Context: an optimization exercise on an open-source flow, tuned for small area. The choices shown serve that exercise and are no tape-out recipe.
The RTL was checked by simulation tests, not by an equivalence proof against the original design.
Power is estimated from default activity; no workload was simulated.

==> job 9000 <==
Design macro_stream_out, start of the top module:
module macro_stream_out (
   input  logic        clk,
   input  logic        rst,
   input  logic        en,
   input  logic        in_valid,
   input  logic        barrier,
   input  logic [15:0] u_x,
   input  logic [15:0] u_y,
   input  logic [15:0] rho,
   output logic        out_valid,
   input  logic        out_ready,
   output logic [39:0] out_data,
   output logic        frame_done,
   output logic [15:0] frame_count,
   output logic        overflow
);
   localparam int CW = macro_stream_out_pkg::CW;
   localparam int EW = macro_stream_out_pkg::EW;
   logic [9:0]    sq;
   logic          big_x, big_y;
   logic          sat, spec, rneg, m_o, b2_o, spec_o;
   logic [7:0]    inten;
   logic [CW-1:0] c0, c1_q, c2_q, c3_q;
   logic          v1_q, v2_q, v3_q;
   logic [5:0]    x_q, y_q;
   logic          last, fifo_full, fifo_empty, pop;
   logic          frame_done_q, overflow_q;
   logic [15:0]   frame_count_q;
   logic [EW-1:0] rdata;
   macro_stream_out_sq u_sq (.a(u_x[12:0]), .b(u_y[12:0]), .hi(sq));
   always_comb begin
      big_x = ~((&u_x[15:12]) | ~(|u_x[15:12]));
      big_y = ~((&u_y[15:12]) | ~(|u_y[15:12]));
      sat   = big_x | big_y | (|sq[9:8]);
      spec  = barrier | sat;
      inten = barrier ? 8'h00 : (sat ? 8'hFF : sq[7:0]);
      rneg  = rho[15];
      c0[15]    = rneg | spec;
      c0[14]    = inten[7];
      c0[13:7]  = (spec & ~rneg) ? rho[14:8] : inten[6:0];
      c0[6]     = rneg | (~spec & rho[14]);
      c0[5]     = rneg ? spec : rho[13];
      c0[4:0]   = rho[12:8];
   end
   always_ff @(posedge clk) begin
      c1_q <= c0;
      c2_q <= c1_q;
      c3_q <= c2_q;
   end
  ...
Settings: LEC_CHECK=0, CAP_MARGIN=5, CORE_MARGIN=2, CORE_UTILIZATION=40, CTS_CLUSTER_DIAMETER=80, CTS_CLUSTER_SIZE=30, PLACE_DENSITY=0.85, SLEW_MARGIN=5; clock period 10.0 ns.
standard.sh (not shown) runs the stock make flow with config.mk's settings and CLKGATE_MAP_FILE= SYNTH_SCRIPT=/design/flow/synth_recipe.tcl, a recipe that flattens the netlist after the stock synthesis.
==> flow/flow/run.sh <==
#!/bin/bash
# Layout flow: the standard synthesis, then a netlist pass that re-chooses full-adder
# polarity to drop inverters (flow/polarity.py), then the standard layout from the
# floorplan on, with the ports buffered by the smallest buffer.
set -euo pipefail
W=$PWD
R=$W/orfs/results/$FLOW_PLATFORM/macro_stream_out/base
bash standard.sh synth > $W/synth.log 2>&1
cp $R/1_2_yosys.v $W/1_2_yosys.standard.v
python3 $W/flow/polarity.py $W/1_2_yosys.standard.v $R/1_2_yosys.v > $W/polarity.log 2>&1
rm -f $R/1_synth.odb $R/1_synth.sdc
bash standard.sh "BUFFER_PORTS_ARGS=-buffer_cell sky130_fd_sc_hd__buf_1" finish > $W/layout.log 2>&1
Other scripts of this flow, unchanged in this note and not shown: flow/flow/polarity.py
==> job 5997: changes against job 9000 <==
Settings changed: CORE_UTILIZATION 40 to 60, PLACE_DENSITY 0.85 to unset.
==> results.toml <==
[finish]
nClkBuffers = 22
fin_nets = 1399
multi_input_area_um2 = 6270
fillCellCount = 3138

[sta]
fin_crit_sh = 0.954

[floorplan]
core_um2 = 36700
die-area_um2 = 39000
die_w_um = 197
die_h_um = 197

[worst_setup_path]
r2r_end = "u_fifo.head_q[5]$_SDFFE_PP0P_"

[run_status]
run_status = "timing/DRC/antenna clean"

[global_routing]
grt_pass1_wl_um = 51100
(the above is from job 9000)
==> results.toml <==
[floorplan]
die_w_um = 162
die_h_um = 162
die-area_um2 = 26200
core_um2 = 24400

[run_status]
run_status = "timing/DRC/antenna clean"

[finish]
fillCellCount = 1851
nClkBuffers = 21
multi_input_area_um2 = 6290
fin_nets = 1411

[sta]
fin_crit_sh = 0.961

[worst_setup_path]
r2r_end = "frame_count_q[14]$_SDFF_PP0_"

[job]
drv_cap = 0

[global_routing]
grt_pass1_wl_um = 49300
(the above is from job 5997)

* * *

==> inputs of xenon <==
macro_stream_out, a different RTL version from the one above (not shown whole).
==> module macro_stream_out, before the edit <==
module macro_stream_out (
   input  logic        clk,
   input  logic        rst,
   input  logic        en,
   input  logic        in_valid,
   input  logic        barrier,
   input  logic [15:0] u_x,
   input  logic [15:0] u_y,
   input  logic [15:0] rho,
   output logic        out_valid,
   input  logic        out_ready,
   output logic [39:0] out_data,
   output logic        frame_done,
   output logic [15:0] frame_count,
   output logic        overflow
);
   localparam int CW = macro_stream_out_pkg::CW;
   localparam int EW = macro_stream_out_pkg::EW;
   logic [9:0]    sq;
   logic          big_x, big_y;
   logic          sat, spec;
   logic [7:0]    inten;
   logic [CW-1:0] c0, c1_q, c2_q, c3_q;
   logic          v1_q, v2_q, v3_q;
   logic [5:0]    x_q, y_q;
   logic          last, fifo_full, fifo_empty, pop;
   logic          frame_done_q, overflow_q;
   logic [15:0]   frame_count_q;
   logic [EW-1:0] rdata;
   macro_stream_out_sq u_sq (.a(u_x[12:0]), .b(u_y[12:0]), .hi(sq));
   always_comb begin
      big_x = ~((&u_x[15:12]) | ~(|u_x[15:12]));
      big_y = ~((&u_y[15:12]) | ~(|u_y[15:12]));
      sat   = big_x | big_y | (|sq[9:8]);
      spec  = barrier | sat;
      inten = barrier ? 8'h00 : (sat ? 8'hFF : sq[7:0]);
      c0    = {spec, inten, rho[15], rho[15] ? 7'd0 : rho[14:8]};
   end
   always_ff @(posedge clk) begin
      c1_q <= c0;
      c2_q <= c1_q;
      c3_q <= c2_q;
   end
   assign last = (x_q == 6'd49) && (y_q == 6'd49);
   assign pop  = out_ready & ~fifo_empty;
   always_ff @(posedge clk) begin
      if (rst) begin
         v1_q          <= 1'b0;
         v2_q          <= 1'b0;
         v3_q          <= 1'b0;
         x_q           <= '0;
         y_q           <= '0;
         frame_done_q  <= 1'b0;
         frame_count_q <= '0;
         overflow_q    <= 1'b0;
      end else begin
         v1_q          <= en & in_valid;
         v2_q          <= v1_q;
         v3_q          <= v2_q;
         if (v3_q) begin
            if (x_q == 6'd49) begin
               x_q <= '0;
               y_q <= (y_q == 6'd49) ? '0 : y_q + 6'd1;
            end else begin
               x_q <= x_q + 6'd1;
            end
         end
         frame_done_q  <= v3_q & last;
         frame_count_q <= frame_count_q + 16'(v3_q & last);
         overflow_q    <= overflow_q | (v3_q & fifo_full & ~pop);
      end
   end
   macro_stream_out_fifo #(.WIDTH(EW)) u_fifo (
      .clk   (clk),
      .rst   (rst),
      .push  (v3_q),
      .wdata ({x_q, y_q, c3_q}),
      .pop   (out_ready),
      .rdata (rdata),
      .full  (fifo_full),
      .empty (fifo_empty)
   );
   assign out_valid   = ~fifo_empty;
   assign out_data    = {2'b00, rdata[28:23], 2'b00, rdata[22:17],
                         5'b00000, rdata[7], rdata[16] & rdata[15], rdata[16] & ~rdata[15],
                         rdata[15:8], 1'b0, rdata[6:0]};
   assign frame_done  = frame_done_q;
   assign frame_count = frame_count_q;
   assign overflow    = overflow_q;
endmodule
clock: 10.0 ns
lec_check: 0
cap_margin: 20
core_margin: 2
core_utilization: 40
cts_cluster_diameter: 80
cts_cluster_size: 30
slew_margin: 20
==> flow/flow/polarity.py <==
#!/usr/bin/env python3
"""Re-chooses the polarity of the full adders in a synthesized sky130hd netlist to drop inverters.

A full adder is self-dual: FA(~a, ~b, ~c) = (~sum, ~carry). Yosys's extract_fa often builds
adders on complemented signals and leaves an inverter on many adder-to-adder connections. This
script removes every inverter, picks for each full adder whether it computes on true or on
complemented signals (local search that lowers the number of signals needed in both
polarities), and puts back one inverter for each signal that some pin needs complemented.
Usage: polarity.py IN.v OUT.v"""
import re
import sys
import random

src = open(sys.argv[1]).read()
CELL_RE = re.compile(r'^(\s*)(sky130_fd_sc_hd__\w+)\s+(\S+)\s*\((.*?)\);\n', re.S | re.M)
PIN_RE = re.compile(r'\.(\w+)\(((?:\\\S+\s)|[^)]*?)\s*\)')
OUT_PINS = {'X', 'Y', 'Q', 'Q_N', 'COUT', 'SUM', 'HI', 'LO'}

cells = []   # dict(type, name, pins: list[(pin, net)], span)
for m in CELL_RE.finditer(src):
    pins = [(p, n.strip()) for p, n in PIN_RE.findall(m.group(4))]
    cells.append({'type': m.group(2), 'name': m.group(3), 'pins': pins, 'span': m.span(), 'indent': m.group(1)})

PORTS = set()
for m in re.finditer(r'^\s*(?:input|output|inout)\s+(?:\[[^\]]*\]\s*)?(\S+?)\s*;', src, re.M):
    PORTS.add(m.group(1))


def net_base(n):
    return re.sub(r'\s*\[\d+\]$', '', n.strip())


def is_inv(c):
    if re.fullmatch(r'sky130_fd_sc_hd__(inv|clkinv)_\d+', c['type']) is None:
        return False
    # an inverter that drives a port stays as it is
    return net_base(dict(c['pins'])['Y']) not in PORTS

def is_fa(c):
    return re.fullmatch(r'sky130_fd_sc_hd__fa_\d+', c['type']) is not None

inv_of = {}   # output net -> input net
for c in cells:
    if is_inv(c):
        d = dict(c['pins'])
        inv_of[d['Y']] = d['A']

def root(net):
    p = 0
    seen = 0
    while net in inv_of and seen < 100:
        net = inv_of[net]
        p ^= 1
        seen += 1
    return net, p

# nets read by assign statements (outputs, renames) keep their true polarity
assign_reads = set()
for m in re.finditer(r'^\s*assign\s+(.*?)\s*=\s*(.*?);', src, re.M):
    for n in re.findall(r'(\\\S+\s|[A-Za-z_][\w$.]*(?:\[\d+\])?)', m.group(2)):
        assign_reads.add(n.strip())

# cells with a complemented twin: flipping one swaps its type and complements its output
TWIN = {'and2_1': 'nand2_1', 'nand2_1': 'and2_1', 'or2_1': 'nor2_1', 'nor2_1': 'or2_1',
        'xor2_1': 'xnor2_1', 'xnor2_1': 'xor2_1', 'and3_1': 'nand3_1', 'nand3_1': 'and3_1',
        'or3_1': 'nor3_1', 'nor3_1': 'or3_1'}
AREA = {'and2_1': 6.256, 'nand2_1': 3.7536, 'or2_1': 6.256, 'nor2_1': 3.7536, 'xor2_1': 8.7584,
        'xnor2_1': 8.7584, 'and3_1': 6.256, 'nand3_1': 5.0048, 'or3_1': 6.256, 'nor3_1': 5.0048}
INV_AREA = 3.7536
fa_idx = {}
driver_fa = {}   # net -> flippable cell index (full adder SUM/COUT, or twin cell output)
fas = []
flip_cost = []
for c in cells:
    short = c['type'].replace('sky130_fd_sc_hd__', '')
    drives_port = any(p in OUT_PINS and net_base(n) in PORTS for p, n in c['pins'])
    if (is_fa(c) or short in TWIN) and not drives_port:
        fa_idx[c['name']] = len(fas)
        fas.append(c)
        flip_cost.append(0.0 if is_fa(c) else AREA[TWIN[short]] - AREA[short])
        for p, n in c['pins']:
            if p in ('SUM', 'COUT', 'X', 'Y'):
                driver_fa[n] = len(fas) - 1

# consumers: (fa index or None, root net, polarity)
cons = []
for c in cells:
    if is_inv(c):
        continue
    f = fa_idx.get(c['name']) if is_fa(c) else None
    for p, n in c['pins']:
        if p in OUT_PINS or n == '':
            continue
        r, pol = root(n)
        cons.append((f, r, pol))
for n in assign_reads:
    r, pol = root(n)
    if pol or n in inv_of:
        cons.append((None, r, pol))
# inverters driving nothing but other removed inverters are dropped; an inverter output read by an
# assign is covered above

by_root = {}
for i, (f, r, pol) in enumerate(cons):
    by_root.setdefault(r, []).append(i)
fa_roots = [set() for _ in fas]
for i, (f, r, pol) in enumerate(cons):
    if f is not None:
        fa_roots[f].add(r)
for r in by_root:
    if r in driver_fa:
        fa_roots[driver_fa[r]].add(r)

phi = [0] * len(fas)

def need_inv(r):
    phys = phi[driver_fa[r]] if r in driver_fa else 0
    for i in by_root[r]:
        f, _, pol = cons[i]
        want = pol ^ (phi[f] if f is not None else 0)
        if want != phys:
            return 1
    return 0

def cost():
    return sum(need_inv(r) for r in by_root)

def local(f):
    return sum(need_inv(r) for r in fa_roots[f])

def total():
    return INV_AREA * sum(need_inv(r) for r in by_root) + sum(flip_cost[f] for f in range(len(fas)) if phi[f])


def local(f):
    return INV_AREA * sum(need_inv(r) for r in fa_roots[f]) + (flip_cost[f] if phi[f] else 0)


import math
rng = random.Random(1)
start = total()
cur = start
best, best_phi = cur, phi[:]
T = 4.0
steps = 200000
for it in range(steps):
    f = rng.randrange(len(fas))
    before = local(f)
    phi[f] ^= 1
    d = local(f) - before
    if d <= 0 or rng.random() < math.exp(-d / T):
        cur += d
        if cur < best - 1e-9:
            best, best_phi = cur, phi[:]
    else:
        phi[f] ^= 1
    T = max(0.05, 4.0 * (1 - it / steps))
phi = best_phi


# rewrite; the outputs of flipped cells carry the complement and get new names
ren = {}
for r, f in driver_fa.items():
    if phi[f]:
        ren[r] = r + '_pn'
inv_net = {}
new_cells = []
k = 0
for r in sorted(by_root):
    if need_inv(r):
        k += 1
        inv_net[r] = f'polinv_n{k}'
        phys = ren.get(r, r)
        new_cells.append(f'  sky130_fd_sc_hd__inv_1 polinv_{k} (\n    .A({phys}{" " if phys.startswith(chr(92)) else ""}),\n    .Y(polinv_n{k})\n  );\n')

def conn(f, n):
    r, pol = root(n)
    phys = phi[driver_fa[r]] if r in driver_fa else 0
    want = pol ^ (phi[f] if f is not None else 0)
    return ren.get(r, r) if want == phys else inv_net[r]

def fmt(n):
    return n + ' ' if n.startswith('\\') else n

out = []
pos = 0
first = None
for c in cells:
    a, b = c['span']
    out.append(src[pos:a])
    pos = b
    if first is None:
        first = len(out)
    if is_inv(c):
        continue
    f = fa_idx.get(c['name'])
    ctype = c['type']
    if f is not None and not is_fa(c):
        if phi[f]:
            ctype = 'sky130_fd_sc_hd__' + TWIN[ctype.replace('sky130_fd_sc_hd__', '')]
        f = None
    pins = []
    for p, n in c['pins']:
        if p in OUT_PINS or n == '':
            if ctype != c['type'] and p in ('X', 'Y'):
                p = 'Y' if p == 'X' else 'X'
            pins.append((p, ren.get(n, n)))
        else:
            pins.append((p, conn(f, n)))
    body = ',\n'.join(f'{c["indent"]}  .{p}({fmt(n)})' for p, n in pins)
    out.append(f'{c["indent"]}{ctype} {c["name"]} (\n{body}\n{c["indent"]});\n')
out.append(src[pos:])
text = ''.join(out)
# assigns that read an inverter output or a flipped adder output
NAME_RE = re.compile(r'(\\\S+\s|[A-Za-z_][\w$.]*(?:\[\d+\])?)')


def fix_assign(m):
    rhs = m.group(2)

    def rep(mm):
        n = mm.group(0).strip()
        if n in inv_of or n in driver_fa:
            return fmt(conn(None, n))
        return mm.group(0)
    head = m.group(0)[:m.start(2) - m.start(0)]
    return head + NAME_RE.sub(rep, rhs) + ';'


text = re.sub(r'^\s*assign\s+(.*?)\s*=\s*(.*?);', fix_assign, text, flags=re.M)
decl = ''.join(f'  wire polinv_n{i};\n' for i in range(1, k + 1))
decl += ''.join(f'  wire {fmt(n)};\n' for n in ren.values())
cells_text = ''.join(new_cells)
i = text.find('\n  sky130_fd_sc_hd__')
text = text[:i + 1] + decl + cells_text + text[i + 1:]
open(sys.argv[2], 'w').write(text)
n_inv = sum(1 for c in cells if is_inv(c))
print(f'flippable cells: {len(fas)}, flipped: {sum(phi)}, inverters before: {n_inv}, after: {k}, '
      f'area change {best - INV_AREA * n_inv:.1f} um2 (search start {start:.1f})')
Scripts as last shown in full above: flow/flow/run.sh
==> inputs of zinc, as changes to xenon <==
--- a/flow/design.v
+++ b/flow/design.v
@@ -2,3 +2,3 @@
    localparam int OUT_W = 40;
-   localparam int CW = 17;
+   localparam int CW = 16;
    localparam int EW = 12 + CW;
@@ -523,3 +523,3 @@
    logic          big_x, big_y;
-   logic          sat, spec;
+   logic          sat, spec, rneg, m_o, b2_o, spec_o;
    logic [7:0]    inten;
@@ -539,3 +539,9 @@
       inten = barrier ? 8'h00 : (sat ? 8'hFF : sq[7:0]);
-      c0    = {spec, inten, rho[15], rho[15] ? 7'd0 : rho[14:8]};
+      rneg  = rho[15];
+      c0[15]    = rneg | spec;
+      c0[14]    = inten[7];
+      c0[13:7]  = (spec & ~rneg) ? rho[14:8] : inten[6:0];
+      c0[6]     = rneg | (~spec & rho[14]);
+      c0[5]     = rneg ? spec : rho[13];
+      c0[4:0]   = rho[12:8];
    end
@@ -586,5 +592,11 @@
    assign out_valid   = ~fifo_empty;
-   assign out_data    = {2'b00, rdata[28:23], 2'b00, rdata[22:17],
-                         5'b00000, rdata[7], rdata[16] & rdata[15], rdata[16] & ~rdata[15],
-                         rdata[15:8], 1'b0, rdata[6:0]};
+   always_comb begin
+      m_o    = rdata[15];
+      b2_o   = m_o & ~rdata[6];
+      spec_o = m_o & (~rdata[6] | rdata[5]);
+      out_data = {2'b00, rdata[27:22], 2'b00, rdata[21:16],
+                  5'b00000, m_o & rdata[6], spec_o & rdata[14], spec_o & ~rdata[14],
+                  b2_o ? {8{rdata[14]}} : rdata[14:7],
+                  1'b0, m_o ? (rdata[6] ? 7'd0 : rdata[13:7]) : rdata[6:0]};
+   end
    assign frame_done  = frame_done_q;
--- a/flow/flow/polarity.py
+++ b/flow/flow/polarity.py
@@ -37,2 +37,66 @@
     return net_base(dict(c['pins'])['Y']) not in PORTS
+
+# plain buffers that synthesis left (ABC fanout buffers) are taken out: placement buffers again
+# where the layout needs it
+def is_buf(c):
+    if re.fullmatch(r'sky130_fd_sc_hd__(buf|clkbuf)_\d+', c['type']) is None:
+        return False
+    return net_base(dict(c['pins'])['X']) not in PORTS
+
+
+buf_of = {}
+for c in cells:
+    if is_buf(c):
+        d = dict(c['pins'])
+        buf_of[d['X']] = d['A']
+
+
+def unbuf(n):
+    k = 0
+    while n in buf_of and k < 100:
+        n = buf_of[n]
+        k += 1
+    return n
+
+
+for c in cells:
+    if not is_buf(c):
+        c['pins'] = [(p, n if p in OUT_PINS else unbuf(n)) for p, n in c['pins']]
+cells_all = cells
+removed_bufs = [c for c in cells if is_buf(c)]
+cells = [c for c in cells if not is_buf(c)]
+
+# 8-way AND-OR read trees: nand4 of four single-use a22oi become nand3 of a222oi, a222oi, a22oi
+loads = {}
+drv_cell = {}
+for c in cells:
+    for p, n in c['pins']:
+        if p in OUT_PINS:
+            drv_cell[n] = c
+        else:
+            loads[n] = loads.get(n, 0) + 1
+n_tree = 0
+for c in cells:
+    if c['type'] != 'sky130_fd_sc_hd__nand4_1' or c.get('deleted'):
+        continue
+    d = dict(c['pins'])
+    gs = [drv_cell.get(d[k]) for k in ('A', 'B', 'C', 'D')]
+    if any(g is None or g['type'] != 'sky130_fd_sc_hd__a22oi_1' or g.get('deleted') for g in gs):
+        continue
+    if any(loads.get(d[k], 0) != 1 or net_base(d[k]) in PORTS for k in ('A', 'B', 'C', 'D')):
+        continue
+    if len(set(id(g) for g in gs)) != 4:
+        continue
+    g1, g2, g3, g4 = [dict(g['pins']) for g in gs]
+    gs[0]['type'] = gs[1]['type'] = 'sky130_fd_sc_hd__a222oi_1'
+    gs[0]['pins'] = [('A1', g1['A1']), ('A2', g1['A2']), ('B1', g1['B1']), ('B2', g1['B2']),
+                     ('C1', g4['A1']), ('C2', g4['A2']), ('Y', g1['Y'])]
+    gs[1]['pins'] = [('A1', g2['A1']), ('A2', g2['A2']), ('B1', g2['B1']), ('B2', g2['B2']),
+                     ('C1', g4['B1']), ('C2', g4['B2']), ('Y', g2['Y'])]
+    gs[3]['deleted'] = True
+    c['type'] = 'sky130_fd_sc_hd__nand3_1'
+    c['pins'] = [('A', g1['Y']), ('B', g2['Y']), ('C', g3['Y']), ('Y', d['Y'])]
+    n_tree += 1
+cells = [c for c in cells if not c.get('deleted')]
+
 
@@ -187,3 +251,3 @@
 first = None
-for c in cells:
+for c in cells_all:
     a, b = c['span']
@@ -193,3 +257,3 @@
         first = len(out)
-    if is_inv(c):
+    if is_inv(c) or is_buf(c) or c.get('deleted'):
         continue
@@ -237,2 +301,3 @@
 n_inv = sum(1 for c in cells if is_inv(c))
+print(f'buffers removed: {len(removed_bufs)}, read trees rebuilt: {n_tree}')
 print(f'flippable cells: {len(fas)}, flipped: {sum(phi)}, inverters before: {n_inv}, after: {k}, '
- CAP_MARGIN: 20 -> 5
- SLEW_MARGIN: 20 -> 5
==> summary.txt <==
metric	zinc	xenon
Status	timing/DRC/antenna clean	timing/DRC/antenna clean
Number of nets in the layout	1409	1423
Required time of the critical path	10390 ps	10380 ps
Total via count after detailed routing	9087	8964
Total global routing track utilization	16.23%	15.33%
Share of cell area taken by multi-input logic gates	37.62%	36.27%
Switch Pwr	1049 µW	1053 µW
Relative slew slack	17.78%	32.93%
Clock-cell share of area	2.726%	2.759%
VDD IR-drop max	133.5 µV	153.4 µV
Critical path origin	u_y[2]	u_y[1]
Max incr delay on CP	470 ps	460 ps
Number of antenna violations at the first check in global routing	1	0
First-pass GRT wire length	50.25 mm	50.18 mm
Final core area utilization	45.40%	44.69%
CP max FO	10	9
Leakage	0.005693 µW	0.005705 µW
Final Worst Setup Slack	438.0 ps	590.8 ps
Pint	2273 µW	2258 µW
Non-filler cells in the finished layout	1670	1728
Inverter count	40	48
Clock skew	21.83 ps	29.15 ps
Post-Route Hold Slack	332.3 ps	333.5 ps
Sequential cell count	313	324
Number of clock sinks	313	324

## separate check: timing with driven ports
No port has a modelled driver above. Below, the same layouts with a new extraction and two added sets of constraints.
Step 1: set_driving_cell puts a clkbuf_16 on clk and a buf_2 on each other input, an assumption about the parent block.
Step 2 adds t to the input delays and takes it off the output delays; t is the mean of the earliest and latest rising clock arrival at the registers after step 1. Input paths then give back, and output paths get back, about the clock's delay inside the block.
a / b / c = ideal / step 1 / step 2; a / b = the first two.
| run | t (ns) | slack for setup (ns) | worst setup path at the end | worst register clock-pin slew, ns | pins driven straight from the clock port |
|---|---|---|---|---|---|
| job 9000 | 0.534 | 0.461 / 0.487 / -0.047 | input to register | 0.12 / 0.12 | 1 |
| job 5997 | 0.532 | 0.391 / 0.415 / -0.116 | input to register | 0.11 / 0.11 | 1 |
| xenon | 0.537 | 0.591 / 0.614 / 0.077 | input to register | 0.11 / 0.11 | 1 |
| zinc | 0.524 | 0.438 / 0.460 / -0.064 | input to register | 0.11 / 0.11 | 1 |
With both steps, setup timing fails in job 9000, job 5997 and zinc, where it was met with ideal ports. The setup slack of xenon, which loses most, moves by +0.023 ns with the drivers and by -0.514 ns with both steps.
